From an optimization exercise on the open Yosys and OpenROAD flow, aimed at small area, a short achievable clock period and few clock cycles per item; shortcuts taken in it are not production practice.
In this exercise RTL edits were held to simulation tests only and were not proved equivalent to the original.

**flow/design.v**
```verilog
`default_nettype none
package fc_pkg;
    localparam int BYTE_W    = 8;
    localparam int WORD_W    = 32;
    localparam int IN_COUNT  = 8;
    localparam int OUT_COUNT = 4;
    localparam int ACC_W     = 20;
    localparam int FEATURE_W = IN_COUNT * BYTE_W;
    localparam int FRAME_WORDS = (FEATURE_W + OUT_COUNT * FEATURE_W
                                  + OUT_COUNT * BYTE_W) / WORD_W;
    localparam int STEP_W = 4;
    typedef enum logic {
        LOAD_RECEIVE,
        LOAD_COMPUTE
    } loader_state_t;
    typedef enum logic [1:0] {
        LANE_IDLE,
        LANE_ACCUMULATE,
        LANE_BIAS_ADD,
        LANE_DONE
    } lane_state_t;
endpackage
`default_nettype wire
`default_nettype none
module fc_dot4_cs (
    input  wire [47:0] bd,    
    input  wire [31:0] w,
    output wire [18:0] s,
    output wire [18:0] c
);
wire x1;
wire x2;
wire x3;
wire x4;
wire x5;
wire x6;
wire x7;
wire x8;
wire x9;
wire nx10;
wire x11;
wire x12;
wire x13;
wire x14;
wire x15;
wire x16;
wire x17;
wire x18;
wire x19;
wire nx20;
wire x21;
wire x22;
wire x23;
wire x24;
wire x25;
wire x26;
wire x27;
wire x28;
wire x29;
wire nx30;
wire x31;
wire x32;
wire x33;
wire x34;
wire x35;
wire x36;
wire x37;
wire x38;
wire x39;
wire nx40;
wire x41;
wire x42;
wire x43;
wire x44;
wire x45;
wire x46;
wire x47;
wire x48;
wire x49;
wire nx50;
wire x51;
wire x52;
wire x53;
wire x54;
wire x55;
wire x56;
wire x57;
wire x58;
wire x59;
wire nx60;
wire x61;
wire x62;
wire x63;
wire x64;
wire x65;
wire x66;
wire x67;
wire x68;
wire x69;
wire nx70;
wire x71;
wire x72;
wire x73;
wire x74;
wire x75;
wire x76;
wire x77;
wire x78;
wire x79;
wire nx80;
wire x81;
wire x82;
wire x83;
wire x84;
wire x85;
wire x86;
wire x87;
wire x88;
wire x89;
wire nx90;
wire x91;
wire x92;
wire x93;
wire x94;
wire x95;
wire x96;
wire x97;
wire x98;
wire x99;
wire nx100;
wire x101;
wire x102;
wire x103;
wire x104;
wire x105;
wire x106;
wire x107;
wire x108;
wire x109;
wire nx110;
wire x111;
wire x112;
wire x113;
wire x114;
wire x115;
wire x116;
wire x117;
wire x118;
wire x119;
wire nx120;
wire x121;
wire x122;
wire x123;
wire x124;
wire x125;
wire x126;
wire x127;
wire x128;
wire x129;
wire nx130;
wire x131;
wire x132;
wire x133;
wire x134;
wire x135;
wire x136;
wire x137;
wire x138;
wire x139;
wire nx140;
wire x141;
wire x142;
wire x143;
wire x144;
wire x145;
wire x146;
wire x147;
wire x148;
wire x149;
wire nx150;
wire x151;
wire x152;
wire x153;
wire x154;
wire x155;
wire x156;
wire x157;
wire x158;
wire x159;
wire nx160;
wire s161;
wire c162;
wire s163;
wire c164;
wire s165;
wire c166;
wire s167;
wire c168;
wire s169;
wire c170;
wire s171;
wire c172;
wire s173;
wire c174;
wire s175;
wire c176;
wire s177;
wire c178;
wire s179;
wire c180;
wire s181;
wire c182;
wire s183;
wire c184;
wire s185;
wire c186;
wire s187;
wire c188;
wire s189;
wire c190;
wire s191;
wire c192;
wire s193;
wire c194;
wire s195;
wire c196;
wire s197;
wire c198;
wire s199;
wire c200;
wire s201;
wire c202;
wire s203;
wire c204;
wire s205;
wire c206;
wire s207;
wire c208;
wire s209;
wire c210;
wire s211;
wire c212;
wire s213;
wire c214;
wire s215;
wire c216;
wire s217;
wire c218;
wire s219;
wire c220;
wire s221;
wire c222;
wire s223;
wire c224;
wire s225;
wire c226;
wire s227;
wire c228;
wire s229;
wire c230;
wire s231;
wire c232;
wire s233;
wire c234;
wire s235;
wire c236;
wire s237;
wire c238;
wire s239;
wire c240;
wire s241;
wire c242;
wire s243;
wire c244;
wire s245;
wire c246;
wire s247;
wire c248;
wire s249;
wire c250;
wire s251;
wire c252;
wire s253;
wire c254;
wire s255;
wire c256;
wire s257;
wire c258;
wire s259;
wire c260;
wire s261;
wire c262;
wire s263;
wire c264;
wire s265;
wire c266;
wire s267;
wire c268;
wire s269;
wire c270;
wire s271;
wire c272;
wire s273;
wire c274;
wire s275;
wire c276;
wire s277;
wire c278;
wire s279;
wire c280;
wire s281;
wire c282;
wire s283;
wire c284;
wire s285;
wire c286;
wire s287;
wire c288;
wire s289;
wire c290;
wire s291;
wire c292;
wire s293;
wire c294;
wire s295;
wire c296;
wire s297;
wire c298;
wire s299;
wire c300;
wire s301;
wire c302;
wire s303;
wire c304;
wire s305;
wire c306;
wire s307;
wire c308;
wire s309;
wire c310;
wire s311;
wire c312;
wire s313;
wire c314;
wire s315;
wire c316;
wire s317;
wire c318;
wire s319;
wire c320;
wire s321;
wire c322;
wire s323;
wire c324;
wire s325;
wire c326;
wire s327;
wire c328;
wire s329;
wire c330;
wire s331;
wire c332;
wire s333;
wire c334;
wire s335;
wire c336;
wire s337;
wire c338;
wire s339;
wire c340;
wire s341;
wire c342;
wire s343;
wire c344;
wire s345;
wire c346;
wire s347;
wire c348;
wire s349;
wire c350;
wire s351;
wire c352;
wire s353;
wire c354;
wire s355;
wire c356;
wire s357;
wire c358;
wire s359;
wire c360;
wire s361;
wire c362;
wire s363;
wire c364;
wire s365;
wire c366;
wire s367;
wire c368;
wire s369;
wire c370;
wire s371;
wire c372;
wire s373;
wire c374;
wire s375;
wire c376;
wire s377;
wire c378;
wire s379;
wire c380;
wire s381;
wire c382;
wire s383;
wire c384;
wire s385;
wire c386;
wire s387;
wire c388;
wire s389;
wire c390;
wire s391;
wire c392;
wire s393;
wire c394;
wire s395;
wire c396;
wire s397;
wire c398;
wire s399;
wire c400;
wire s401;
wire c402;
wire s403;
wire c404;
wire s405;
wire c406;
wire s407;
wire c408;
wire s409;
wire c410;
wire s411;
wire c412;
wire s413;
wire c414;
wire s415;
wire c416;
wire s417;
wire c418;
wire s419;
wire c420;
wire s421;
wire c422;
wire s423;
wire c424;
wire s425;
wire c426;
wire s427;
wire c428;
wire s429;
wire c430;
wire s431;
wire c432;
wire s433;
wire c434;
wire s435;
wire c436;
wire s437;
wire c438;
wire s439;
wire c440;
wire s441;
wire c442;
wire s443;
wire c444;
wire s445;
wire c446;
wire s447;
wire c448;
wire s449;
wire c450;
wire s451;
wire c452;
wire s453;
wire c454;
wire s455;
wire c456;
assign x1 = ((bd[0] & w[0]) | (bd[1] & 1'b0)) ^ bd[2];
assign x2 = ((bd[0] & w[1]) | (bd[1] & w[0])) ^ bd[2];
assign x3 = ((bd[0] & w[2]) | (bd[1] & w[1])) ^ bd[2];
assign x4 = ((bd[0] & w[3]) | (bd[1] & w[2])) ^ bd[2];
assign x5 = ((bd[0] & w[4]) | (bd[1] & w[3])) ^ bd[2];
assign x6 = ((bd[0] & w[5]) | (bd[1] & w[4])) ^ bd[2];
assign x7 = ((bd[0] & w[6]) | (bd[1] & w[5])) ^ bd[2];
assign x8 = ((bd[0] & w[7]) | (bd[1] & w[6])) ^ bd[2];
assign x9 = ((bd[0] & w[7]) | (bd[1] & w[7])) ^ bd[2];
assign nx10 = ~x9;
assign x11 = ((bd[3] & w[0]) | (bd[4] & 1'b0)) ^ bd[5];
assign x12 = ((bd[3] & w[1]) | (bd[4] & w[0])) ^ bd[5];
assign x13 = ((bd[3] & w[2]) | (bd[4] & w[1])) ^ bd[5];
assign x14 = ((bd[3] & w[3]) | (bd[4] & w[2])) ^ bd[5];
assign x15 = ((bd[3] & w[4]) | (bd[4] & w[3])) ^ bd[5];
assign x16 = ((bd[3] & w[5]) | (bd[4] & w[4])) ^ bd[5];
assign x17 = ((bd[3] & w[6]) | (bd[4] & w[5])) ^ bd[5];
assign x18 = ((bd[3] & w[7]) | (bd[4] & w[6])) ^ bd[5];
assign x19 = ((bd[3] & w[7]) | (bd[4] & w[7])) ^ bd[5];
assign nx20 = ~x19;
assign x21 = ((bd[6] & w[0]) | (bd[7] & 1'b0)) ^ bd[8];
assign x22 = ((bd[6] & w[1]) | (bd[7] & w[0])) ^ bd[8];
assign x23 = ((bd[6] & w[2]) | (bd[7] & w[1])) ^ bd[8];
assign x24 = ((bd[6] & w[3]) | (bd[7] & w[2])) ^ bd[8];
assign x25 = ((bd[6] & w[4]) | (bd[7] & w[3])) ^ bd[8];
assign x26 = ((bd[6] & w[5]) | (bd[7] & w[4])) ^ bd[8];
assign x27 = ((bd[6] & w[6]) | (bd[7] & w[5])) ^ bd[8];
assign x28 = ((bd[6] & w[7]) | (bd[7] & w[6])) ^ bd[8];
assign x29 = ((bd[6] & w[7]) | (bd[7] & w[7])) ^ bd[8];
assign nx30 = ~x29;
assign x31 = ((bd[9] & w[0]) | (bd[10] & 1'b0)) ^ bd[11];
assign x32 = ((bd[9] & w[1]) | (bd[10] & w[0])) ^ bd[11];
assign x33 = ((bd[9] & w[2]) | (bd[10] & w[1])) ^ bd[11];
assign x34 = ((bd[9] & w[3]) | (bd[10] & w[2])) ^ bd[11];
assign x35 = ((bd[9] & w[4]) | (bd[10] & w[3])) ^ bd[11];
assign x36 = ((bd[9] & w[5]) | (bd[10] & w[4])) ^ bd[11];
assign x37 = ((bd[9] & w[6]) | (bd[10] & w[5])) ^ bd[11];
assign x38 = ((bd[9] & w[7]) | (bd[10] & w[6])) ^ bd[11];
assign x39 = ((bd[9] & w[7]) | (bd[10] & w[7])) ^ bd[11];
assign nx40 = ~x39;
assign x41 = ((bd[12] & w[8]) | (bd[13] & 1'b0)) ^ bd[14];
assign x42 = ((bd[12] & w[9]) | (bd[13] & w[8])) ^ bd[14];
assign x43 = ((bd[12] & w[10]) | (bd[13] & w[9])) ^ bd[14];
assign x44 = ((bd[12] & w[11]) | (bd[13] & w[10])) ^ bd[14];
assign x45 = ((bd[12] & w[12]) | (bd[13] & w[11])) ^ bd[14];
assign x46 = ((bd[12] & w[13]) | (bd[13] & w[12])) ^ bd[14];
assign x47 = ((bd[12] & w[14]) | (bd[13] & w[13])) ^ bd[14];
assign x48 = ((bd[12] & w[15]) | (bd[13] & w[14])) ^ bd[14];
assign x49 = ((bd[12] & w[15]) | (bd[13] & w[15])) ^ bd[14];
assign nx50 = ~x49;
assign x51 = ((bd[15] & w[8]) | (bd[16] & 1'b0)) ^ bd[17];
assign x52 = ((bd[15] & w[9]) | (bd[16] & w[8])) ^ bd[17];
assign x53 = ((bd[15] & w[10]) | (bd[16] & w[9])) ^ bd[17];
assign x54 = ((bd[15] & w[11]) | (bd[16] & w[10])) ^ bd[17];
assign x55 = ((bd[15] & w[12]) | (bd[16] & w[11])) ^ bd[17];
assign x56 = ((bd[15] & w[13]) | (bd[16] & w[12])) ^ bd[17];
assign x57 = ((bd[15] & w[14]) | (bd[16] & w[13])) ^ bd[17];
assign x58 = ((bd[15] & w[15]) | (bd[16] & w[14])) ^ bd[17];
assign x59 = ((bd[15] & w[15]) | (bd[16] & w[15])) ^ bd[17];
assign nx60 = ~x59;
assign x61 = ((bd[18] & w[8]) | (bd[19] & 1'b0)) ^ bd[20];
assign x62 = ((bd[18] & w[9]) | (bd[19] & w[8])) ^ bd[20];
assign x63 = ((bd[18] & w[10]) | (bd[19] & w[9])) ^ bd[20];
assign x64 = ((bd[18] & w[11]) | (bd[19] & w[10])) ^ bd[20];
assign x65 = ((bd[18] & w[12]) | (bd[19] & w[11])) ^ bd[20];
assign x66 = ((bd[18] & w[13]) | (bd[19] & w[12])) ^ bd[20];
assign x67 = ((bd[18] & w[14]) | (bd[19] & w[13])) ^ bd[20];
assign x68 = ((bd[18] & w[15]) | (bd[19] & w[14])) ^ bd[20];
assign x69 = ((bd[18] & w[15]) | (bd[19] & w[15])) ^ bd[20];
assign nx70 = ~x69;
assign x71 = ((bd[21] & w[8]) | (bd[22] & 1'b0)) ^ bd[23];
assign x72 = ((bd[21] & w[9]) | (bd[22] & w[8])) ^ bd[23];
assign x73 = ((bd[21] & w[10]) | (bd[22] & w[9])) ^ bd[23];
assign x74 = ((bd[21] & w[11]) | (bd[22] & w[10])) ^ bd[23];
assign x75 = ((bd[21] & w[12]) | (bd[22] & w[11])) ^ bd[23];
assign x76 = ((bd[21] & w[13]) | (bd[22] & w[12])) ^ bd[23];
assign x77 = ((bd[21] & w[14]) | (bd[22] & w[13])) ^ bd[23];
assign x78 = ((bd[21] & w[15]) | (bd[22] & w[14])) ^ bd[23];
assign x79 = ((bd[21] & w[15]) | (bd[22] & w[15])) ^ bd[23];
assign nx80 = ~x79;
assign x81 = ((bd[24] & w[16]) | (bd[25] & 1'b0)) ^ bd[26];
assign x82 = ((bd[24] & w[17]) | (bd[25] & w[16])) ^ bd[26];
assign x83 = ((bd[24] & w[18]) | (bd[25] & w[17])) ^ bd[26];
assign x84 = ((bd[24] & w[19]) | (bd[25] & w[18])) ^ bd[26];
assign x85 = ((bd[24] & w[20]) | (bd[25] & w[19])) ^ bd[26];
assign x86 = ((bd[24] & w[21]) | (bd[25] & w[20])) ^ bd[26];
assign x87 = ((bd[24] & w[22]) | (bd[25] & w[21])) ^ bd[26];
assign x88 = ((bd[24] & w[23]) | (bd[25] & w[22])) ^ bd[26];
assign x89 = ((bd[24] & w[23]) | (bd[25] & w[23])) ^ bd[26];
assign nx90 = ~x89;
assign x91 = ((bd[27] & w[16]) | (bd[28] & 1'b0)) ^ bd[29];
assign x92 = ((bd[27] & w[17]) | (bd[28] & w[16])) ^ bd[29];
assign x93 = ((bd[27] & w[18]) | (bd[28] & w[17])) ^ bd[29];
assign x94 = ((bd[27] & w[19]) | (bd[28] & w[18])) ^ bd[29];
assign x95 = ((bd[27] & w[20]) | (bd[28] & w[19])) ^ bd[29];
assign x96 = ((bd[27] & w[21]) | (bd[28] & w[20])) ^ bd[29];
assign x97 = ((bd[27] & w[22]) | (bd[28] & w[21])) ^ bd[29];
assign x98 = ((bd[27] & w[23]) | (bd[28] & w[22])) ^ bd[29];
assign x99 = ((bd[27] & w[23]) | (bd[28] & w[23])) ^ bd[29];
assign nx100 = ~x99;
assign x101 = ((bd[30] & w[16]) | (bd[31] & 1'b0)) ^ bd[32];
assign x102 = ((bd[30] & w[17]) | (bd[31] & w[16])) ^ bd[32];
assign x103 = ((bd[30] & w[18]) | (bd[31] & w[17])) ^ bd[32];
assign x104 = ((bd[30] & w[19]) | (bd[31] & w[18])) ^ bd[32];
assign x105 = ((bd[30] & w[20]) | (bd[31] & w[19])) ^ bd[32];
assign x106 = ((bd[30] & w[21]) | (bd[31] & w[20])) ^ bd[32];
assign x107 = ((bd[30] & w[22]) | (bd[31] & w[21])) ^ bd[32];
assign x108 = ((bd[30] & w[23]) | (bd[31] & w[22])) ^ bd[32];
assign x109 = ((bd[30] & w[23]) | (bd[31] & w[23])) ^ bd[32];
assign nx110 = ~x109;
assign x111 = ((bd[33] & w[16]) | (bd[34] & 1'b0)) ^ bd[35];
assign x112 = ((bd[33] & w[17]) | (bd[34] & w[16])) ^ bd[35];
assign x113 = ((bd[33] & w[18]) | (bd[34] & w[17])) ^ bd[35];
assign x114 = ((bd[33] & w[19]) | (bd[34] & w[18])) ^ bd[35];
assign x115 = ((bd[33] & w[20]) | (bd[34] & w[19])) ^ bd[35];
assign x116 = ((bd[33] & w[21]) | (bd[34] & w[20])) ^ bd[35];
assign x117 = ((bd[33] & w[22]) | (bd[34] & w[21])) ^ bd[35];
assign x118 = ((bd[33] & w[23]) | (bd[34] & w[22])) ^ bd[35];
assign x119 = ((bd[33] & w[23]) | (bd[34] & w[23])) ^ bd[35];
assign nx120 = ~x119;
assign x121 = ((bd[36] & w[24]) | (bd[37] & 1'b0)) ^ bd[38];
assign x122 = ((bd[36] & w[25]) | (bd[37] & w[24])) ^ bd[38];
assign x123 = ((bd[36] & w[26]) | (bd[37] & w[25])) ^ bd[38];
assign x124 = ((bd[36] & w[27]) | (bd[37] & w[26])) ^ bd[38];
assign x125 = ((bd[36] & w[28]) | (bd[37] & w[27])) ^ bd[38];
assign x126 = ((bd[36] & w[29]) | (bd[37] & w[28])) ^ bd[38];
assign x127 = ((bd[36] & w[30]) | (bd[37] & w[29])) ^ bd[38];
assign x128 = ((bd[36] & w[31]) | (bd[37] & w[30])) ^ bd[38];
assign x129 = ((bd[36] & w[31]) | (bd[37] & w[31])) ^ bd[38];
assign nx130 = ~x129;
assign x131 = ((bd[39] & w[24]) | (bd[40] & 1'b0)) ^ bd[41];
assign x132 = ((bd[39] & w[25]) | (bd[40] & w[24])) ^ bd[41];
assign x133 = ((bd[39] & w[26]) | (bd[40] & w[25])) ^ bd[41];
assign x134 = ((bd[39] & w[27]) | (bd[40] & w[26])) ^ bd[41];
assign x135 = ((bd[39] & w[28]) | (bd[40] & w[27])) ^ bd[41];
assign x136 = ((bd[39] & w[29]) | (bd[40] & w[28])) ^ bd[41];
assign x137 = ((bd[39] & w[30]) | (bd[40] & w[29])) ^ bd[41];
assign x138 = ((bd[39] & w[31]) | (bd[40] & w[30])) ^ bd[41];
assign x139 = ((bd[39] & w[31]) | (bd[40] & w[31])) ^ bd[41];
assign nx140 = ~x139;
assign x141 = ((bd[42] & w[24]) | (bd[43] & 1'b0)) ^ bd[44];
assign x142 = ((bd[42] & w[25]) | (bd[43] & w[24])) ^ bd[44];
assign x143 = ((bd[42] & w[26]) | (bd[43] & w[25])) ^ bd[44];
assign x144 = ((bd[42] & w[27]) | (bd[43] & w[26])) ^ bd[44];
assign x145 = ((bd[42] & w[28]) | (bd[43] & w[27])) ^ bd[44];
assign x146 = ((bd[42] & w[29]) | (bd[43] & w[28])) ^ bd[44];
assign x147 = ((bd[42] & w[30]) | (bd[43] & w[29])) ^ bd[44];
assign x148 = ((bd[42] & w[31]) | (bd[43] & w[30])) ^ bd[44];
assign x149 = ((bd[42] & w[31]) | (bd[43] & w[31])) ^ bd[44];
assign nx150 = ~x149;
assign x151 = ((bd[45] & w[24]) | (bd[46] & 1'b0)) ^ bd[47];
assign x152 = ((bd[45] & w[25]) | (bd[46] & w[24])) ^ bd[47];
assign x153 = ((bd[45] & w[26]) | (bd[46] & w[25])) ^ bd[47];
assign x154 = ((bd[45] & w[27]) | (bd[46] & w[26])) ^ bd[47];
assign x155 = ((bd[45] & w[28]) | (bd[46] & w[27])) ^ bd[47];
assign x156 = ((bd[45] & w[29]) | (bd[46] & w[28])) ^ bd[47];
assign x157 = ((bd[45] & w[30]) | (bd[46] & w[29])) ^ bd[47];
assign x158 = ((bd[45] & w[31]) | (bd[46] & w[30])) ^ bd[47];
assign x159 = ((bd[45] & w[31]) | (bd[46] & w[31])) ^ bd[47];
assign nx160 = ~x159;
assign s161 = x7 ^ x15;
assign c162 = x7 & x15;
assign s163 = x5 ^ x13 ^ x21;
assign c164 = (x5 ^ x13) ? x21 : x5;
assign s165 = bd[8] ^ x45;
assign c166 = bd[8] & x45;
assign s167 = x6 ^ x14;
assign c168 = x6 & x14;
assign s169 = x23 ^ x31 ^ bd[11];
assign c170 = (x23 ^ x31) ? bd[11] : x23;
assign s171 = x47 ^ x55 ^ x63;
assign c172 = (x47 ^ x55) ? x63 : x47;
assign s173 = x71 ^ bd[23] ^ x87;
assign c174 = (x71 ^ bd[23]) ? x87 : x71;
assign s175 = x95 ^ x103;
assign c176 = x95 & x103;
assign s177 = x8 ^ x16 ^ x24;
assign c178 = (x8 ^ x16) ? x24 : x8;
assign s179 = x32 ^ x48 ^ x56;
assign c180 = (x32 ^ x48) ? x56 : x32;
assign s181 = x64 ^ x72 ^ x88;
assign c182 = (x64 ^ x72) ? x88 : x64;
assign s183 = x96 ^ x104 ^ x112;
assign c184 = (x96 ^ x104) ? x112 : x96;
assign s185 = nx10 ^ x17 ^ x25;
assign c186 = (nx10 ^ x17) ? x25 : nx10;
assign s187 = x33 ^ nx50 ^ x57;
assign c188 = (x33 ^ nx50) ? x57 : x33;
assign s189 = x65 ^ x73 ^ nx90;
assign c190 = (x65 ^ x73) ? nx90 : x65;
assign s191 = x97 ^ x105;
assign c192 = x97 & x105;
assign s193 = x18 ^ x26 ^ x34;
assign c194 = (x18 ^ x26) ? x34 : x18;
assign s195 = x58 ^ x66;
assign c196 = x58 & x66;
assign s197 = nx20 ^ x27 ^ x35;
assign c198 = (nx20 ^ x27) ? x35 : nx20;
assign s199 = x3 ^ x11 ^ bd[5];
assign c200 = (x3 ^ x11) ? bd[5] : x3;
assign s201 = x43 ^ x51;
assign c202 = x43 & x51;
assign s203 = x4 ^ x12;
assign c204 = x4 & x12;
assign s205 = x53 ^ x61 ^ bd[20];
assign c206 = (x53 ^ x61) ? bd[20] : x53;
assign s207 = x85 ^ x93 ^ x101;
assign c208 = (x85 ^ x93) ? x101 : x85;
assign s209 = bd[32] ^ x125;
assign c210 = bd[32] & x125;
assign s211 = x22 ^ x46 ^ x54;
assign c212 = (x22 ^ x46) ? x54 : x22;
assign s213 = x62 ^ x86 ^ x94;
assign c214 = (x62 ^ x86) ? x94 : x62;
assign s215 = x102 ^ x126 ^ x134;
assign c216 = (x102 ^ x126) ? x134 : x102;
assign s217 = x142 ^ s167;
assign c218 = x142 & s167;
assign s219 = x111 ^ bd[35] ^ x127;
assign c220 = (x111 ^ bd[35]) ? x127 : x111;
assign s221 = x135 ^ x143 ^ x151;
assign c222 = (x135 ^ x143) ? x151 : x135;
assign s223 = bd[47] ^ s161 ^ s169;
assign c224 = (bd[47] ^ s161) ? s169 : bd[47];
assign s225 = s171 ^ s173 ^ s175;
assign c226 = (s171 ^ s173) ? s175 : s171;
assign s227 = x128 ^ x136 ^ x144;
assign c228 = (x128 ^ x136) ? x144 : x128;
assign s229 = x152 ^ c162 ^ s177;
assign c230 = (x152 ^ c162) ? s177 : x152;
assign s231 = s179 ^ s181 ^ s183;
assign c232 = (s179 ^ s181) ? s183 : s179;
assign s233 = c170 ^ c172 ^ c174;
assign c234 = (c170 ^ c172) ? c174 : c170;
assign s235 = x113 ^ nx130 ^ x137;
assign c236 = (x113 ^ nx130) ? x137 : x113;
assign s237 = x145 ^ x153 ^ s185;
assign c238 = (x145 ^ x153) ? s185 : x145;
assign s239 = s187 ^ s189 ^ s191;
assign c240 = (s187 ^ s189) ? s191 : s187;
assign s241 = c178 ^ c180 ^ c182;
assign c242 = (c178 ^ c180) ? c182 : c178;
assign s243 = x74 ^ x98 ^ x106;
assign c244 = (x74 ^ x98) ? x106 : x74;
assign s245 = x114 ^ x138 ^ x146;
assign c246 = (x114 ^ x138) ? x146 : x114;
assign s247 = x154 ^ s193 ^ s195;
assign c248 = (x154 ^ s193) ? s195 : x154;
assign s249 = c186 ^ c188 ^ c190;
assign c250 = (c186 ^ c188) ? c190 : c186;
assign s251 = nx60 ^ x67 ^ x75;
assign c252 = (nx60 ^ x67) ? x75 : nx60;
assign s253 = nx100 ^ x107 ^ x115;
assign c254 = (nx100 ^ x107) ? x115 : nx100;
assign s255 = nx140 ^ x147 ^ x155;
assign c256 = (nx140 ^ x147) ? x155 : nx140;
assign s257 = s197 ^ c194 ^ c196;
assign c258 = (s197 ^ c194) ? c196 : s197;
assign s259 = x28 ^ x36 ^ x68;
assign c260 = (x28 ^ x36) ? x68 : x28;
assign s261 = x76 ^ x108 ^ x116;
assign c262 = (x76 ^ x108) ? x116 : x76;
assign s263 = x148 ^ x156;
assign c264 = x148 & x156;
assign s265 = nx30 ^ x37 ^ nx70;
assign c266 = (nx30 ^ x37) ? nx70 : nx30;
assign s267 = x1 ^ bd[2] ^ x41;
assign c268 = (x1 ^ bd[2]) ? x41 : x1;
assign s269 = bd[17] ^ x83 ^ x91;
assign c270 = (bd[17] ^ x83) ? x91 : bd[17];
assign s271 = bd[29] ^ x123;
assign c272 = bd[29] & x123;
assign s273 = x44 ^ x52 ^ x84;
assign c274 = (x44 ^ x52) ? x84 : x44;
assign s275 = x92 ^ x124 ^ x132;
assign c276 = (x92 ^ x124) ? x132 : x92;
assign s277 = s203 ^ c200;
assign c278 = s203 & c200;
assign s279 = x133 ^ x141 ^ bd[44];
assign c280 = (x133 ^ x141) ? bd[44] : x133;
assign s281 = s163 ^ s165 ^ s205;
assign c282 = (s163 ^ s165) ? s205 : s163;
assign s283 = s207 ^ s209 ^ c204;
assign c284 = (s207 ^ s209) ? c204 : s207;
assign s285 = c164 ^ c166 ^ s211;
assign c286 = (c164 ^ c166) ? s211 : c164;
assign s287 = s213 ^ s215 ^ s217;
assign c288 = (s213 ^ s215) ? s217 : s213;
assign s289 = c206 ^ c208 ^ c210;
assign c290 = (c206 ^ c208) ? c210 : c206;
assign s291 = c168 ^ s219 ^ s221;
assign c292 = (c168 ^ s219) ? s221 : c168;
assign s293 = s223 ^ s225 ^ c212;
assign c294 = (s223 ^ s225) ? c212 : s223;
assign s295 = c214 ^ c216 ^ c218;
assign c296 = (c214 ^ c216) ? c218 : c214;
assign s297 = c176 ^ s227 ^ s229;
assign c298 = (c176 ^ s227) ? s229 : c176;
assign s299 = s231 ^ s233 ^ c220;
assign c300 = (s231 ^ s233) ? c220 : s231;
assign s301 = c222 ^ c224 ^ c226;
assign c302 = (c222 ^ c224) ? c226 : c222;
assign s303 = c184 ^ s235 ^ s237;
assign c304 = (c184 ^ s235) ? s237 : c184;
assign s305 = s239 ^ s241 ^ c228;
assign c306 = (s239 ^ s241) ? c228 : s239;
assign s307 = c230 ^ c232 ^ c234;
assign c308 = (c230 ^ c232) ? c234 : c230;
assign s309 = c192 ^ s243 ^ s245;
assign c310 = (c192 ^ s243) ? s245 : c192;
assign s311 = s247 ^ s249 ^ c236;
assign c312 = (s247 ^ s249) ? c236 : s247;
assign s313 = c238 ^ c240 ^ c242;
assign c314 = (c238 ^ c240) ? c242 : c238;
assign s315 = s251 ^ s253 ^ s255;
assign c316 = (s251 ^ s253) ? s255 : s251;
assign s317 = s257 ^ c244 ^ c246;
assign c318 = (s257 ^ c244) ? c246 : s257;
assign s319 = c248 ^ c250 ^ 1'b1;
assign c320 = (c248 ^ c250) ? 1'b1 : c248;
assign s321 = c198 ^ s259 ^ s261;
assign c322 = (c198 ^ s259) ? s261 : c198;
assign s323 = s263 ^ c252 ^ c254;
assign c324 = (s263 ^ c252) ? c254 : s263;
assign s325 = c256 ^ c258 ^ 1'b1;
assign c326 = (c256 ^ c258) ? 1'b1 : c256;
assign s327 = x77 ^ nx110 ^ x117;
assign c328 = (x77 ^ nx110) ? x117 : x77;
assign s329 = nx150 ^ x157 ^ s265;
assign c330 = (nx150 ^ x157) ? s265 : nx150;
assign s331 = c260 ^ c262 ^ c264;
assign c332 = (c260 ^ c262) ? c264 : c260;
assign s333 = x38 ^ x78 ^ x118;
assign c334 = (x38 ^ x78) ? x118 : x38;
assign s335 = x158 ^ c266;
assign c336 = x158 & c266;
assign s337 = bd[14] ^ x81 ^ bd[26];
assign c338 = (bd[14] ^ x81) ? bd[26] : bd[14];
assign s339 = x2 ^ x42 ^ x82;
assign c340 = (x2 ^ x42) ? x82 : x2;
assign s341 = x131 ^ bd[41] ^ s199;
assign c342 = (x131 ^ bd[41]) ? s199 : x131;
assign s343 = s201 ^ s269;
assign c344 = s201 & s269;
assign s345 = c202 ^ s273 ^ s275;
assign c346 = (c202 ^ s273) ? s275 : c202;
assign s347 = s277 ^ c270 ^ c272;
assign c348 = (s277 ^ c270) ? c272 : s277;
assign s349 = s279 ^ s281 ^ s283;
assign c350 = (s279 ^ s281) ? s283 : s279;
assign s351 = c274 ^ c276 ^ c278;
assign c352 = (c274 ^ c276) ? c278 : c274;
assign s353 = s285 ^ s287 ^ s289;
assign c354 = (s285 ^ s287) ? s289 : s285;
assign s355 = c280 ^ c282 ^ c284;
assign c356 = (c280 ^ c282) ? c284 : c280;
assign s357 = s291 ^ s293 ^ s295;
assign c358 = (s291 ^ s293) ? s295 : s291;
assign s359 = c286 ^ c288 ^ c290;
assign c360 = (c286 ^ c288) ? c290 : c286;
assign s361 = s297 ^ s299 ^ s301;
assign c362 = (s297 ^ s299) ? s301 : s297;
assign s363 = c292 ^ c294 ^ c296;
assign c364 = (c292 ^ c294) ? c296 : c292;
assign s365 = s303 ^ s305 ^ s307;
assign c366 = (s303 ^ s305) ? s307 : s303;
assign s367 = c298 ^ c300 ^ c302;
assign c368 = (c298 ^ c300) ? c302 : c298;
assign s369 = s309 ^ s311 ^ s313;
assign c370 = (s309 ^ s311) ? s313 : s309;
assign s371 = c304 ^ c306 ^ c308;
assign c372 = (c304 ^ c306) ? c308 : c304;
assign s373 = s315 ^ s317 ^ s319;
assign c374 = (s315 ^ s317) ? s319 : s315;
assign s375 = c310 ^ c312 ^ c314;
assign c376 = (c310 ^ c312) ? c314 : c310;
assign s377 = s321 ^ s323 ^ s325;
assign c378 = (s321 ^ s323) ? s325 : s321;
assign s379 = c316 ^ c318 ^ c320;
assign c380 = (c316 ^ c318) ? c320 : c316;
assign s381 = s327 ^ s329 ^ s331;
assign c382 = (s327 ^ s329) ? s331 : s327;
assign s383 = c322 ^ c324 ^ c326;
assign c384 = (c322 ^ c324) ? c326 : c322;
assign s385 = s333 ^ s335 ^ c328;
assign c386 = (s333 ^ s335) ? c328 : s333;
assign s387 = c330 ^ c332 ^ 1'b1;
assign c388 = (c330 ^ c332) ? 1'b1 : c330;
assign s389 = nx40 ^ nx80 ^ nx120;
assign c390 = (nx40 ^ nx80) ? nx120 : nx40;
assign s391 = nx160 ^ c334 ^ c336;
assign c392 = (nx160 ^ c334) ? c336 : nx160;
assign s393 = x121 ^ bd[38];
assign c394 = x121 & bd[38];
assign s395 = x122 ^ c268 ^ s339;
assign c396 = (x122 ^ c268) ? s339 : x122;
assign s397 = s271 ^ s341 ^ s343;
assign c398 = (s271 ^ s341) ? s343 : s271;
assign s399 = s345 ^ s347 ^ c342;
assign c400 = (s345 ^ s347) ? c342 : s345;
assign s401 = s349 ^ s351 ^ c346;
assign c402 = (s349 ^ s351) ? c346 : s349;
assign s403 = s353 ^ s355 ^ c350;
assign c404 = (s353 ^ s355) ? c350 : s353;
assign s405 = s357 ^ s359 ^ c354;
assign c406 = (s357 ^ s359) ? c354 : s357;
assign s407 = s361 ^ s363 ^ c358;
assign c408 = (s361 ^ s363) ? c358 : s361;
assign s409 = s365 ^ s367 ^ c362;
assign c410 = (s365 ^ s367) ? c362 : s365;
assign s411 = s369 ^ s371 ^ c366;
assign c412 = (s369 ^ s371) ? c366 : s369;
assign s413 = s373 ^ s375 ^ c370;
assign c414 = (s373 ^ s375) ? c370 : s373;
assign s415 = s377 ^ s379 ^ c374;
assign c416 = (s377 ^ s379) ? c374 : s377;
assign s417 = s381 ^ s383 ^ c378;
assign c418 = (s381 ^ s383) ? c378 : s381;
assign s419 = s385 ^ s387 ^ c382;
assign c420 = (s385 ^ s387) ? c382 : s385;
assign s421 = s389 ^ s391 ^ c386;
assign c422 = (s389 ^ s391) ? c386 : s389;
assign s423 = c390 ^ c392;
assign c424 = c390 & c392;
assign s425 = s267 ^ s337;
assign c426 = s267 & s337;
assign s427 = c338 ^ s395 ^ c394;
assign c428 = (c338 ^ s395) ? c394 : c338;
assign s429 = c340 ^ s397 ^ c396;
assign c430 = (c340 ^ s397) ? c396 : c340;
assign s431 = c344 ^ s399 ^ c398;
assign c432 = (c344 ^ s399) ? c398 : c344;
assign s433 = c348 ^ s401 ^ c400;
assign c434 = (c348 ^ s401) ? c400 : c348;
assign s435 = c352 ^ s403 ^ c402;
assign c436 = (c352 ^ s403) ? c402 : c352;
assign s437 = c356 ^ s405 ^ c404;
assign c438 = (c356 ^ s405) ? c404 : c356;
assign s439 = c360 ^ s407 ^ c406;
assign c440 = (c360 ^ s407) ? c406 : c360;
assign s441 = c364 ^ s409 ^ c408;
assign c442 = (c364 ^ s409) ? c408 : c364;
assign s443 = c368 ^ s411 ^ c410;
assign c444 = (c368 ^ s411) ? c410 : c368;
assign s445 = c372 ^ s413 ^ c412;
assign c446 = (c372 ^ s413) ? c412 : c372;
assign s447 = c376 ^ s415 ^ c414;
assign c448 = (c376 ^ s415) ? c414 : c376;
assign s449 = c380 ^ s417 ^ c416;
assign c450 = (c380 ^ s417) ? c416 : c380;
assign s451 = c384 ^ s419 ^ c418;
assign c452 = (c384 ^ s419) ? c418 : c384;
assign s453 = c388 ^ s421 ^ c420;
assign c454 = (c388 ^ s421) ? c420 : c388;
assign s455 = s423 ^ c422 ^ 1'b1;
assign c456 = (s423 ^ c422) ? 1'b1 : s423;
assign s = {1'b1, 1'b1, c424, s455, s453, s451, s449, s447, s445, s443, s441, s439, s437, s435, s433, s431, s429, s427, s393};
assign c = {1'b0, 1'b0, c456, c454, c452, c450, c448, c446, c444, c442, c440, c438, c436, c434, c432, c430, c428, c426, s425};
endmodule
`default_nettype wire
`default_nettype none
module fc_add4 (
    input  wire [18:0] x,
    input  wire [18:0] s,
    input  wire [18:0] c,
    input  wire [18:0] b,
    output wire [18:0] y
);
wire l1_t0;
wire l1_s0;
wire l1_c0;
wire l1_t1;
wire l1_s1;
wire l1_c1;
wire l1_t2;
wire l1_s2;
wire l1_c2;
wire l1_t3;
wire l1_s3;
wire l1_c3;
wire l1_t4;
wire l1_s4;
wire l1_c4;
wire l1_t5;
wire l1_s5;
wire l1_c5;
wire l1_t6;
wire l1_s6;
wire l1_c6;
wire l1_t7;
wire l1_s7;
wire l1_c7;
wire l1_t8;
wire l1_s8;
wire l1_c8;
wire l1_t9;
wire l1_s9;
wire l1_c9;
wire l1_t10;
wire l1_s10;
wire l1_c10;
wire l1_t11;
wire l1_s11;
wire l1_c11;
wire l1_t12;
wire l1_s12;
wire l1_c12;
wire l1_t13;
wire l1_s13;
wire l1_c13;
wire l1_t14;
wire l1_s14;
wire l1_c14;
wire l1_t15;
wire l1_s15;
wire l1_c15;
wire l1_t16;
wire l1_s16;
wire l1_c16;
wire l1_t17;
wire l1_s17;
wire l1_c17;
wire l1_t18;
wire l1_s18;
wire l1_c18;
wire l2_t0;
wire l2_s0;
wire l2_c0;
wire l2_t1;
wire l2_s1;
wire l2_c1;
wire l2_t2;
wire l2_s2;
wire l2_c2;
wire l2_t3;
wire l2_s3;
wire l2_c3;
wire l2_t4;
wire l2_s4;
wire l2_c4;
wire l2_t5;
wire l2_s5;
wire l2_c5;
wire l2_t6;
wire l2_s6;
wire l2_c6;
wire l2_t7;
wire l2_s7;
wire l2_c7;
wire l2_t8;
wire l2_s8;
wire l2_c8;
wire l2_t9;
wire l2_s9;
wire l2_c9;
wire l2_t10;
wire l2_s10;
wire l2_c10;
wire l2_t11;
wire l2_s11;
wire l2_c11;
wire l2_t12;
wire l2_s12;
wire l2_c12;
wire l2_t13;
wire l2_s13;
wire l2_c13;
wire l2_t14;
wire l2_s14;
wire l2_c14;
wire l2_t15;
wire l2_s15;
wire l2_c15;
wire l2_t16;
wire l2_s16;
wire l2_c16;
wire l2_t17;
wire l2_s17;
wire l2_c17;
wire l2_t18;
wire l2_s18;
wire l2_c18;
assign l1_t0 = s[0] ^ c[0];
assign l1_s0 = l1_t0 ^ x[0];
assign l1_c0 = l1_t0 ? x[0] : s[0];
assign l1_t1 = s[1] ^ c[1];
assign l1_s1 = l1_t1 ^ x[1];
assign l1_c1 = l1_t1 ? x[1] : s[1];
assign l1_t2 = s[2] ^ c[2];
assign l1_s2 = l1_t2 ^ x[2];
assign l1_c2 = l1_t2 ? x[2] : s[2];
assign l1_t3 = s[3] ^ c[3];
assign l1_s3 = l1_t3 ^ x[3];
assign l1_c3 = l1_t3 ? x[3] : s[3];
assign l1_t4 = s[4] ^ c[4];
assign l1_s4 = l1_t4 ^ x[4];
assign l1_c4 = l1_t4 ? x[4] : s[4];
assign l1_t5 = s[5] ^ c[5];
assign l1_s5 = l1_t5 ^ x[5];
assign l1_c5 = l1_t5 ? x[5] : s[5];
assign l1_t6 = s[6] ^ c[6];
assign l1_s6 = l1_t6 ^ x[6];
assign l1_c6 = l1_t6 ? x[6] : s[6];
assign l1_t7 = s[7] ^ c[7];
assign l1_s7 = l1_t7 ^ x[7];
assign l1_c7 = l1_t7 ? x[7] : s[7];
assign l1_t8 = s[8] ^ c[8];
assign l1_s8 = l1_t8 ^ x[8];
assign l1_c8 = l1_t8 ? x[8] : s[8];
assign l1_t9 = s[9] ^ c[9];
assign l1_s9 = l1_t9 ^ x[9];
assign l1_c9 = l1_t9 ? x[9] : s[9];
assign l1_t10 = s[10] ^ c[10];
assign l1_s10 = l1_t10 ^ x[10];
assign l1_c10 = l1_t10 ? x[10] : s[10];
assign l1_t11 = s[11] ^ c[11];
assign l1_s11 = l1_t11 ^ x[11];
assign l1_c11 = l1_t11 ? x[11] : s[11];
assign l1_t12 = s[12] ^ c[12];
assign l1_s12 = l1_t12 ^ x[12];
assign l1_c12 = l1_t12 ? x[12] : s[12];
assign l1_t13 = s[13] ^ c[13];
assign l1_s13 = l1_t13 ^ x[13];
assign l1_c13 = l1_t13 ? x[13] : s[13];
assign l1_t14 = s[14] ^ c[14];
assign l1_s14 = l1_t14 ^ x[14];
assign l1_c14 = l1_t14 ? x[14] : s[14];
assign l1_t15 = s[15] ^ c[15];
assign l1_s15 = l1_t15 ^ x[15];
assign l1_c15 = l1_t15 ? x[15] : s[15];
assign l1_t16 = s[16] ^ c[16];
assign l1_s16 = l1_t16 ^ x[16];
assign l1_c16 = l1_t16 ? x[16] : s[16];
assign l1_t17 = s[17] ^ c[17];
assign l1_s17 = l1_t17 ^ x[17];
assign l1_c17 = l1_t17 ? x[17] : s[17];
assign l1_t18 = s[18] ^ c[18];
assign l1_s18 = l1_t18 ^ x[18];
assign l1_c18 = l1_t18 ? x[18] : s[18];
assign l2_t0 = l1_s0 ^ 1'b0;
assign l2_s0 = l2_t0 ^ b[0];
assign l2_c0 = l2_t0 ? b[0] : l1_s0;
assign l2_t1 = l1_s1 ^ l1_c0;
assign l2_s1 = l2_t1 ^ b[1];
assign l2_c1 = l2_t1 ? b[1] : l1_s1;
assign l2_t2 = l1_s2 ^ l1_c1;
assign l2_s2 = l2_t2 ^ b[2];
assign l2_c2 = l2_t2 ? b[2] : l1_s2;
assign l2_t3 = l1_s3 ^ l1_c2;
assign l2_s3 = l2_t3 ^ b[3];
assign l2_c3 = l2_t3 ? b[3] : l1_s3;
assign l2_t4 = l1_s4 ^ l1_c3;
assign l2_s4 = l2_t4 ^ b[4];
assign l2_c4 = l2_t4 ? b[4] : l1_s4;
assign l2_t5 = l1_s5 ^ l1_c4;
assign l2_s5 = l2_t5 ^ b[5];
assign l2_c5 = l2_t5 ? b[5] : l1_s5;
assign l2_t6 = l1_s6 ^ l1_c5;
assign l2_s6 = l2_t6 ^ b[6];
assign l2_c6 = l2_t6 ? b[6] : l1_s6;
assign l2_t7 = l1_s7 ^ l1_c6;
assign l2_s7 = l2_t7 ^ b[7];
assign l2_c7 = l2_t7 ? b[7] : l1_s7;
assign l2_t8 = l1_s8 ^ l1_c7;
assign l2_s8 = l2_t8 ^ b[8];
assign l2_c8 = l2_t8 ? b[8] : l1_s8;
assign l2_t9 = l1_s9 ^ l1_c8;
assign l2_s9 = l2_t9 ^ b[9];
assign l2_c9 = l2_t9 ? b[9] : l1_s9;
assign l2_t10 = l1_s10 ^ l1_c9;
assign l2_s10 = l2_t10 ^ b[10];
assign l2_c10 = l2_t10 ? b[10] : l1_s10;
assign l2_t11 = l1_s11 ^ l1_c10;
assign l2_s11 = l2_t11 ^ b[11];
assign l2_c11 = l2_t11 ? b[11] : l1_s11;
assign l2_t12 = l1_s12 ^ l1_c11;
assign l2_s12 = l2_t12 ^ b[12];
assign l2_c12 = l2_t12 ? b[12] : l1_s12;
assign l2_t13 = l1_s13 ^ l1_c12;
assign l2_s13 = l2_t13 ^ b[13];
assign l2_c13 = l2_t13 ? b[13] : l1_s13;
assign l2_t14 = l1_s14 ^ l1_c13;
assign l2_s14 = l2_t14 ^ b[14];
assign l2_c14 = l2_t14 ? b[14] : l1_s14;
assign l2_t15 = l1_s15 ^ l1_c14;
assign l2_s15 = l2_t15 ^ b[15];
assign l2_c15 = l2_t15 ? b[15] : l1_s15;
assign l2_t16 = l1_s16 ^ l1_c15;
assign l2_s16 = l2_t16 ^ b[16];
assign l2_c16 = l2_t16 ? b[16] : l1_s16;
assign l2_t17 = l1_s17 ^ l1_c16;
assign l2_s17 = l2_t17 ^ b[17];
assign l2_c17 = l2_t17 ? b[17] : l1_s17;
assign l2_t18 = l1_s18 ^ l1_c17;
assign l2_s18 = l2_t18 ^ b[18];
assign l2_c18 = l2_t18 ? b[18] : l1_s18;
assign y = {l2_s18, l2_s17, l2_s16, l2_s15, l2_s14, l2_s13, l2_s12, l2_s11, l2_s10, l2_s9, l2_s8, l2_s7, l2_s6, l2_s5, l2_s4, l2_s3, l2_s2, l2_s1, l2_s0} + {l2_c17, l2_c16, l2_c15, l2_c14, l2_c13, l2_c12, l2_c11, l2_c10, l2_c9, l2_c8, l2_c7, l2_c6, l2_c5, l2_c4, l2_c3, l2_c2, l2_c1, l2_c0, 1'b0};
endmodule
`default_nettype wire
`timescale 1ns/1ns
`default_nettype none
import fc_pkg::*;
module fc_layer_top (
    input  wire logic              clk,
    input  wire logic              rstn,
    input  wire logic              in_valid,
    input  wire logic [WORD_W-1:0] in_data,
    output logic                   out_valid,
    output logic      [WORD_W-1:0] out_data
);
    localparam int SW = 19;
    function automatic logic [7:0] quant(input logic [SW-1:0] x);
        if ((x[SW-1:15] == '0) || (x[SW-1:15] == '1)) quant = x[15:8];
        else quant = x[SW-1] ? 8'h80 : 8'h7F;
    endfunction
    logic        vq;
    logic [31:0] dq;
    logic [3:0]  cnt;       
    logic [3:0]  nidx;      
    logic        ldq, wtq, finq;
    assign nidx = !vq ? cnt : (cnt == 4'd10) ? 4'd0 : cnt + 4'd1;
    always_ff @(posedge clk) dq <= in_valid ? in_data : '0;
    always_ff @(posedge clk or negedge rstn) begin
        if (!rstn) begin
            vq   <= 1'b0;
            cnt  <= '0;
            ldq  <= 1'b0;
            wtq  <= 1'b0;
            finq <= 1'b0;
        end else begin
            vq   <= in_valid;
            cnt  <= nidx;
            ldq  <= in_valid && (nidx < 4'd2);
            wtq  <= in_valid && (nidx >= 4'd2) && (nidx <= 4'd9);
            finq <= in_valid && (nidx == 4'd10);
        end
    end
    logic [31:0] fhi, fhi_d;
    logic [47:0] flo, flo_d;
    always_comb begin
        for (int b = 0; b < 4; b++) begin
            for (int i = 0; i < 4; i++) begin
                logic f2, f1, f0;
                f2 = fhi[8*b+2*i+1];
                f1 = fhi[8*b+2*i];
                f0 = (i == 0) ? 1'b0 : fhi[8*b+2*i-1];
                flo_d[12*b+3*i]   = f1 ^ f0;
                flo_d[12*b+3*i+1] = (f2 & !f1 & !f0) | (!f2 & f1 & f0);
                flo_d[12*b+3*i+2] = f2;
                fhi_d[8*b+2*i+1] = flo[12*b+3*i+2];
                fhi_d[8*b+2*i]   = flo[12*b+3*i] ^ ((i == 0) ? 1'b0 : flo[12*b+3*i-1]);
            end
        end
    end
    always_ff @(posedge clk) begin
        if (ldq || wtq) begin
            flo <= flo_d;
            fhi <= ldq ? dq : fhi_d;
        end
    end
    logic [SW-1:0] s_d, c_d, cs_s, cs_c;
    fc_dot4_cs u_dot (
        .bd (flo),
        .w  (dq),
        .s  (s_d),
        .c  (c_d)
    );
    always_ff @(posedge clk) begin
        cs_s <= s_d;
        cs_c <= c_d;
    end
    logic e_even, e_r0, e_r1, e_r2, e_a3;
    always_ff @(posedge clk or negedge rstn) begin
        if (!rstn) begin
            e_even <= 1'b0;
            e_r0   <= 1'b0;
            e_r1   <= 1'b0;
            e_r2   <= 1'b0;
            e_a3   <= 1'b0;
        end else begin
            e_even <= wtq && !cnt[0];
            e_r0   <= wtq && (cnt == 4'd3);
            e_r1   <= wtq && (cnt == 4'd5);
            e_r2   <= wtq && (cnt == 4'd7);
            e_a3   <= wtq && (cnt == 4'd9);
        end
    end
    logic [SW-1:0] acc, r0, r1, r2;
    logic [SW-1:0] sum;
    logic [7:0]    b3;
    logic [SW-1:0] r0b, r1b, r2b;
    assign b3  = finq ? dq[31:24] : 8'h00;
    fc_add4 u_sum (
        .x (e_even ? '0 : acc),
        .s (cs_s),
        .c (cs_c),
        .b ({{(SW-8){b3[7]}}, b3}),
        .y (sum)
    );
    function automatic logic [SW-1:0] add_bias(input logic [SW-1:0] r, input logic [7:0] b);
        logic [8:0]    lo;
        logic [SW-9:0] h, inc, dec;
        lo = {1'b0, r[7:0]} + {1'b0, b};
        h  = r[SW-1:8];
        for (int i = 0; i < SW - 8; i++) begin
            inc[i] = h[i] ^ ((i == 0) ? 1'b1 : ((h | ~((SW-8)'((1 << i) - 1))) == '1));
            dec[i] = h[i] ^ ((i == 0) ? 1'b1 : ~|(h & ((1 << i) - 1)));
        end
        if (lo[8] && !b[7])      add_bias = {inc, r[7:0]};
        else if (!lo[8] && b[7]) add_bias = {dec, r[7:0]};
        else                     add_bias = r;
    endfunction
    assign r0b = add_bias(r0, dq[7:0]);
    assign r1b = add_bias(r1, dq[15:8]);
    assign r2b = add_bias(r2, dq[23:16]);
    always_ff @(posedge clk) begin
        if (e_even || e_a3 || finq) acc <= sum;
        if (e_r0 || finq) r0 <= e_r0 ? sum : r0b;
        if (e_r1 || finq) r1 <= e_r1 ? sum : r1b;
        if (e_r2 || finq) r2 <= e_r2 ? sum : r2b;
    end
    always_ff @(posedge clk or negedge rstn) begin
        if (!rstn) out_valid <= 1'b0;
        else       out_valid <= finq;
    end
    assign out_data = {quant(acc), quant(r2), quant(r1), quant(r0)};
endmodule
`default_nettype wire
```
**flow/flow/run.sh**
```bash
#!/bin/bash
# The standard layout (standard.sh, unchanged synthesis and steps), with
# plain buffers instead of delay cells as the port buffers.
set -euo pipefail
export BUFFER_PORTS_ARGS="-buffer_cell sky130_fd_sc_hd__buf_1"
bash standard.sh > standard.log 2>&1
```
**flow/standard.sh**
```bash
#!/bin/bash
# synth_recipe.tcl (not shown) runs the flow's synth.tcl, then flattens the netlist and writes it again
# the make line also repeats each setting of config.mk as NAME=value (left out here)
make -C /OpenROAD-flow-scripts/flow DESIGN_CONFIG=/design/flow/config.mk WORK_HOME=/design/flow/orfs CLKGATE_MAP_FILE= SYNTH_SCRIPT=/design/flow/synth_recipe.tcl "${@:-finish}"
```
**flow/config.mk**
```make
export PLATFORM = sky130hd
export DESIGN_NAME = fc_layer_top
export DESIGN_NICKNAME = fc_layer_top
export VERILOG_FILES = /design/flow/design.v
export SDC_FILE = /design/flow/constraint.sdc
export NUM_CORES = 4
export LEC_CHECK = 0
export CAP_MARGIN = 20
export CORE_MARGIN = 2
export CORE_UTILIZATION = 55
export CTS_BUF_LIST = sky130_fd_sc_hd__clkbuf_16
export CTS_CLUSTER_DIAMETER = 100
export CTS_CLUSTER_SIZE = 28
export PLACE_DENSITY = 0.6
export SETUP_SLACK_MARGIN = 5
export SLEW_MARGIN = 20
```
**flow/constraint.sdc**
```tcl
create_clock -name core_clock -period 9.0 [get_ports {clk}]
set_input_delay 1.8000 -clock core_clock [delete_from_list [all_inputs] [get_ports {clk}]]
set_output_delay 1.8000 -clock core_clock [all_outputs]
set_load 0.01 [all_outputs]
```
==> key figures, run 1 <==
Synthesis
  • EDFF count, synth: 156
  • FF+latch count, synth: 236
  • Top FF cell, synth: edfxtp_1
  • Syn avg cell area: 9.94 sq um
  • Synth cell types: 72
  • Synthesized area: 18400 sq um
  • Mapped Cells: 1854
  • Syn Nets: 1950
  • Fraction of registers with async set/reset: 0.0593
  • Register area share after synthesis: 0.345
  • Synth warnings: 1

STA
  • Period minus WS final: 3.82 ns
  • Fin Setup TNS: 0 ns
  • Slew Limit Fails: 0
  • Fmax achieved: 0.261 GHz
  • Slew headroom: 0.418
  • Tightest Pin Transition: 0.873 ns
  • Hold Vio Cnt, Final: 0
  • RSZ-0062 raised after global routing: no
  • Fin crit share: 0.425
  • Layout Skew: 0.0323 ns
  • Final Setup Violations: 0

CTS
  • Longest Clk Path Bufs: 3
  • CTS sink cnt: 236
  • Root Driver: clkbuf_16
  • Worst skew pair latency: 0.53 ns
  • Clock transition at path regs: 0.11 ns
  • CTS Buf Count: 14
  • Hold Buf Count CTS: 0
  • H-Tree Level Count: 1
  • CTS tree: built

Critical path
  • Crit start category: flip-flop
  • Crit-path max cell delay: 0.49 ns
  • Reg2Reg Depth: 19
  • Crit path DAT: 2.02 ns
  • Setup crit end kind: primary output
  • CP required: 7.20 ns
  • Worst path slowest cell: edfxtp_1
  • Setup CP Type: reg -> out
  • Worst Path Max Fanout: 7
  • Crit-path cells: or2_2 > nor3_4 > o21ai_0 > nand2_1 > buf_1

Finish
  • Final Non-Filler Cells: 2293
  • Synthesis-to-layout area growth: 5.34%
  • # diodes: 0
  • Design Area, Final: 19400 sq um
  • Ratio of cells with drive above 1 in the final layout: 0.0970
  • Core Util, Final: 0.584
  • Final nets: 1933

Global routing
  • First-pass GRT wire length: 71.4 mm
  • Vias in the first global route: 12254
  • Largest net degree at the start of global routing: 69
  • GR Util All Layers: 0.262
  • Initial antenna violation count: 0
  • Grt ovf: 0

Min path
  • Hold Path Class: reg -> reg
  • WHS Path Cells: 0

Routing
  • DR vias/cell: 5.72
  • Avg WL per Cell: 20.0 um
  • First drt pass iteration count: 5
  • Initial DRC count: 1155
  • Antenna Nets Post-Route: 0
  • Routed vias: 13120
  • Post-Route WL: 45.9 mm
  • DRC errors left: 0

Placement
  • Dpl cells: 2259
  • Post-DP HPWL: 35.2 mm
  • PortBufs: 67
  • Gp weighted congestion: 0.878
  • Dpl cell area: 18700 sq um

Floorplanning
  • Die extent in y: 187 um
  • Die footprint: 35000 sq um
  • Ports: 68
  • Initial Util: 0.554
  • Die W: 187 um
  • Core ar.: 33300 sq um
  • Row Count: 67

Status
  • Outcome: no timing/DRC/antenna violations

Run
  • MaxCap Viol Count: 0
## final timing paths
check | startpoint | to | slack [ns]
max reg2reg | e_even$_DFF_PN0_ | r1[15]$_DFFE_PP_ | 5.18
min in group asynchronous | rstn | out_valid$_DFF_PN0_ | 1.34
min reg2reg | fhi[24]$_DFFE_PP_ | flo[36]$_DFFE_PP_ | 0.46
max | r0[15]$_DFFE_PP_ | out_data[2] | 5.18
min | fhi[24]$_DFFE_PP_ | flo[36]$_DFFE_PP_ | 0.46
max in group asynchronous | rstn | finq$_DFF_PN0_ | 7.10
## cells by family (layout without fill, tap and decap cells)
group                      after synthesis  in the layout  synth area share
xor gates and xnor gates               508            508             0.255
AOI/OAI and AO/OA                      326            326             0.118
DFF                                    236            236             0.345
buffers and inverters                  160            151            0.0438
and+or+nand+nor                        406            406             0.108
muxes                                   55             55            0.0328
adders and majority gates              163            163            0.0981
## Yosys cell counts (12+ instances only)
cell,instances,area [sq um]
xnor2_1,356,3120
edfxtp_1,156,4680
nand2_1,140,526
xor2_1,127,1110
o21ai_0,113,566
a22oi_1,103,773
maj3_1,88,881
nor2_1,82,308
dfxtp_1,66,1320
ha_1,60,751
and2_1,58,363
buf_2,46,230
mux2_2,43,484
inv_1,42,158
clkbuf_1,41,154
a21oi_1,39,195
nand2b_1,29,181
a21o_1,22,165
nor2b_1,20,125
xnor2_2,15,244
buf_4,14,105
dfrtp_1,14,350
maj3_2,14,158
nand3b_1,13,97.6
mux2i_1,12,120
nor3_1,12,60.1
## registers in the layout, summed over array words and instances, names as in the netlist, 17 cells and up
signal  count
r2         19
r0         19
r1         19
dq         32
cs_c       17
flo        48
fhi        32
acc        19
cs_s       17
## layout make-up
class                      instances  area [sq um]
sequential                       236          6360
inverter                          42           158
timing repair buffer              85           388
clock inverter                    10           116
tap                              448           561
multi-input combinational       1458         11500
clock buffer                      14           350
fill                            2955         13900
## critical path: cells and delay by family, from the launching register on
family                 cells  cell delay (ns)
AOI/OAI and AO/OA          1             0.14
buffers and inverters      1             0.15
DFF                        1             0.49
and+or+nand+nor            3             0.71
## stage by stage
stage	hold slack [ns]	worst slack [ns]
6_report	0.459	5.18
5_1_grt	0.470	4.97
4_1_cts	0.459	5.00
3_5_place_dp	0.436	4.24
3_3_place_gp	0.434	4.43
2_1_floorplan	0.405	5.01
## layout by cell type (no fill, tap or decap), types with 5 or more instances in the layout
| master | instances |
|---|---|
| xnor2_1 | 350 |
| edfxtp_1 | 156 |
| nand2_1 | 140 |
| xor2_1 | 127 |
| o21ai_0 | 104 |
| a22oi_1 | 103 |
| maj3_1 | 88 |
| nor2_1 | 81 |
| buf_1 | 66 |
| dfxtp_1 | 61 |
| ha_1 | 59 |
| and2_1 | 58 |
| inv_1 | 44 |
| mux2_2 | 39 |
| a21oi_1 | 35 |
| nand2b_1 | 28 |
| a21o_1 | 22 |
| xnor2_2 | 21 |
| nor2b_1 | 20 |
| buf_4 | 18 |
| maj3_2 | 14 |
| clkbuf_16 | 14 |
| nand3b_1 | 13 |
| mux2i_1 | 12 |
| dfrtp_1 | 12 |
| o21ai_1 | 11 |
| nand3_1 | 11 |
| nor3_1 | 10 |
| or3_1 | 7 |
| or2_2 | 5 |
| a21oi_2 | 5 |
| and3_1 | 5 |
| a22oi_4 | 5 |
| o21a_1 | 5 |
| a22oi_2 | 5 |
| dfxtp_2 | 5 |
## routing by layer
| metal | up-vias | part of all wire | track usage |
|---|---|---|---|
| met1 | 6338 | 0.47 | 0.382 |
| li1 | 6337 | - | - |
| met5 | - | 0 | 0 |
| met2 | 393 | 0.45 | 0.418 |
| met3 | 52 | 0.059 | 0.0328 |
| met4 | 0 | 0.019 | 0.0577 |
## timing repair
action | in CTS | in global routing
pin swaps | 8 | 13
setup endpoints to repair | 61 | 45
buffers inserted | 9 | 1
gates resized for setup | 16 | 42
Testbench counts, summed over its fixed seeds: cycles 4,992, frames 384.
==> run 2, diff against run 1 <==
--- a/flow/config.mk
+++ b/flow/config.mk
@@ -10,6 +10,6 @@
 export CORE_UTILIZATION = 55
 export CTS_BUF_LIST = sky130_fd_sc_hd__clkbuf_16
-export CTS_CLUSTER_DIAMETER = 100
-export CTS_CLUSTER_SIZE = 28
+export CTS_CLUSTER_DIAMETER = 120
+export CTS_CLUSTER_SIZE = 34
 export PLACE_DENSITY = 0.6
 export SETUP_SLACK_MARGIN = 5
==> key figures, run 2 <==
STA
  • Slew headroom: 0.426
  • Fmax achieved: 0.258 GHz
  • Layout Skew: 0.0251 ns
  • RSZ-0062 raised after global routing: yes
  • Tightest Pin Transition: 0.861 ns
  • Final Setup Violations: 0
  • Fin Setup TNS: 0 ns
  • Hold Vio Cnt, Final: 0
  • Period minus WS final: 3.87 ns
  • Slew Limit Fails: 0
  • Fin crit share: 0.430

Placement
  • Gp weighted congestion: 0.878
  • PortBufs: 67
  • Post-DP HPWL: 35.2 mm

Global routing
  • Largest net degree at the start of global routing: 69
  • GR Util All Layers: 0.261
  • Grt ovf: 0
  • Initial antenna violation count: 0
  • First-pass GRT wire length: 71.1 mm
  • Vias in the first global route: 12219

Synthesis
  • EDFF count, synth: 156
  • Synth cell types: 72
  • Synthesized area: 18400 sq um
  • Most frequent cell after synthesis: xnor2_1
  • Yosys top cell by area: edfxtp_1
  • Syn Nets: 1950
  • Top FF cell, synth: edfxtp_1
  • FF+latch count, synth: 236
  • Top cell type's share of synthesized area: 0.254
  • Synth warnings: 1
  • Mapped Cells: 1854
  • Synth cell count leaders: xnor2_1, edfxtp_1, nand2_1
  • Syn avg cell area: 9.94 sq um
  • Fraction of registers with async set/reset: 0.0593
  • Top post-synthesis cells by area: edfxtp_1, xnor2_1, dfxtp_1, xor2_1, maj3_1
  • Register area share after synthesis: 0.345

Finish
  • Final nets: 1934
  • Synthesis-to-layout area growth: 4.68%
  • # diodes: 0
  • Most common cell after layout, fill and taps aside: xnor2_1
  • Ratio of cells with drive above 1 in the final layout: 0.0945
  • Max reg flops: 48
  • Most frequent cells in the layout: xnor2_1, edfxtp_1, nand2_1
  • Top reg by flops: flo
  • Fillers: 2983
  • Top flop regs: flo: 48 flops, dq: 32 flops, fhi: 32 flops

Routing
  • Post-Route WL: 45.9 mm
  • Avg WL per Cell: 20.0 um
  • DRC errors left: 0
  • DR vias/cell: 5.71
  • First drt pass iteration count: 5
  • Initial DRC count: 1067
  • Antenna Nets Post-Route: 0
  • Routed vias: 13075

Floorplanning
  • Ports: 68
  • Row Count: 67
  • Core ar.: 33300 sq um
  • Die extent in y: 187 um
  • Die footprint: 35000 sq um
  • Die W: 187 um
  • Initial Util: 0.554

CTS
  • Clock transition at path regs: 0.12 ns
  • Longest Clk Path Bufs: 3
  • Worst skew pair latency: 0.50 ns
  • Hold Buf Count CTS: 0
  • Root Driver: clkbuf_16
  • CTS sink cnt: 236
  • CTS tree: built
  • H-Tree Level Count: 1
  • CTS Buf Count: 11

Min path
  • Hold Path Class: reg -> reg

Critical path
  • Crit start category: flip-flop
  • CP required: 7.20 ns
  • Crit path DAT: 2.07 ns
  • Worst Path Max Fanout: 7
  • Setup crit end kind: primary output
  • Setup CP Type: reg -> out

Status
  • Outcome: no timing/DRC/antenna violations

Run
  • MaxCap Viol Count: 0
run 2: what timing repair did:
item	4_1_cts	5_1_grt
endpoints found under the setup margin	55	43
hold endpoints to repair	0	0
pin swaps	8	14
setup buffers	13	1
resized for setup	24	31
run 2: through the flow:
step	utilization	cell area (sq um)	worst slack, ns	hold slack (ns)	cells
3_5_place_dp	0.561	18700	4.24	0.436	2259
2_1_floorplan	-	18400	5.01	0.405	1854
3_3_place_gp	0.561	18700	4.43	0.434	2259
5_1_grt	0.580	19300	4.93	0.472	2289
6_report	0.580	19300	5.13	0.462	2289
4_1_cts	0.576	19200	4.99	0.463	2288
run 2: path summary, 6_finish.rpt:
kind | depth (start not counted) | to | start | slack (ns)
worst max-delay path | 4 | out_data[10] | r1[16]$_DFFE_PP_ | 5.13
worst max register to register | 19 | r1[15]$_DFFE_PP_ | e_even$_DFF_PN0_ | 5.13
min in group asynchronous | 1 | cnt[0]$_DFF_PN0_ | rstn | 1.36
worst min register to register | 0 | flo[36]$_DFFE_PP_ | fhi[24]$_DFFE_PP_ | 0.46
worst min-delay path | 0 | flo[36]$_DFFE_PP_ | fhi[24]$_DFFE_PP_ | 0.46
max in group asynchronous | 1 | e_even$_DFF_PN0_ | rstn | 7.07
run 2: critical path, stage by stage, from the launching register on:
cell,delay (ns)
edfxtp_1,0.50
or4_1,0.68
a21oi_1,0.20
nor2_1,0.06
buf_1,0.14
run 2: final cells by class:
cell class / instances / area (sq um) / area share
sequential: 236 / 6360 / 0.330
multi-input combinational: 1458 / 11500 / 0.595
clock buffer: 12 / 300 / 0.0156
clock inverter: 4 / 22.5 / 0.00117
tap: 448 / 561 / 0.0290
timing repair buffer: 89 / 418 / 0.0217
inverter: 42 / 158 / 0.00817
run 2: routing by layer:
metal  global-route usage  share of wire  vias up  wire length (um)
met2                0.415           0.45      362             20400
met5                    0              0        -                 0
met4               0.0498          0.017        0               758
li1                     -              -     6331                 -
met3               0.0340          0.061       51              2810
met1                0.383           0.48     6331             21900
run 2: kinds of logic after synthesis:
logic type | synth area share
xor+xnor | 0.255
buf+inv | 0.0438
mux | 0.0328
compound gates | 0.118
fa+ha+maj | 0.0981
simple gates | 0.108
flops | 0.345

==> re-timing with driven ports <==
The flow's constraints put no driver on any port. The routed layouts listed below were extracted and timed again, unchanged, in two steps. Step 1, drivers: a clkbuf_16 drives clk and a buf_2 each remaining input, both assumed. Step 2 times the ports against the registers' clock, not the clock port: input delays grow and output delays shrink by t, the midpoint of the rising clock arrivals with the driver on. Three values: ideal ports, drivers, drivers and shift; two values: the first two.
run	t (ns)	setup slack, ns	worst setup path at the end	worst register clock-pin slew, ns	pins driven straight from the clock port
run 1	0.566	5.175 / 5.119 / 5.177	register to register	0.11 / 0.11	1
run 2	0.542	5.126 / 5.071 / 5.131	register to register	0.13 / 0.13	1
After both steps every run listed still meets setup and hold.
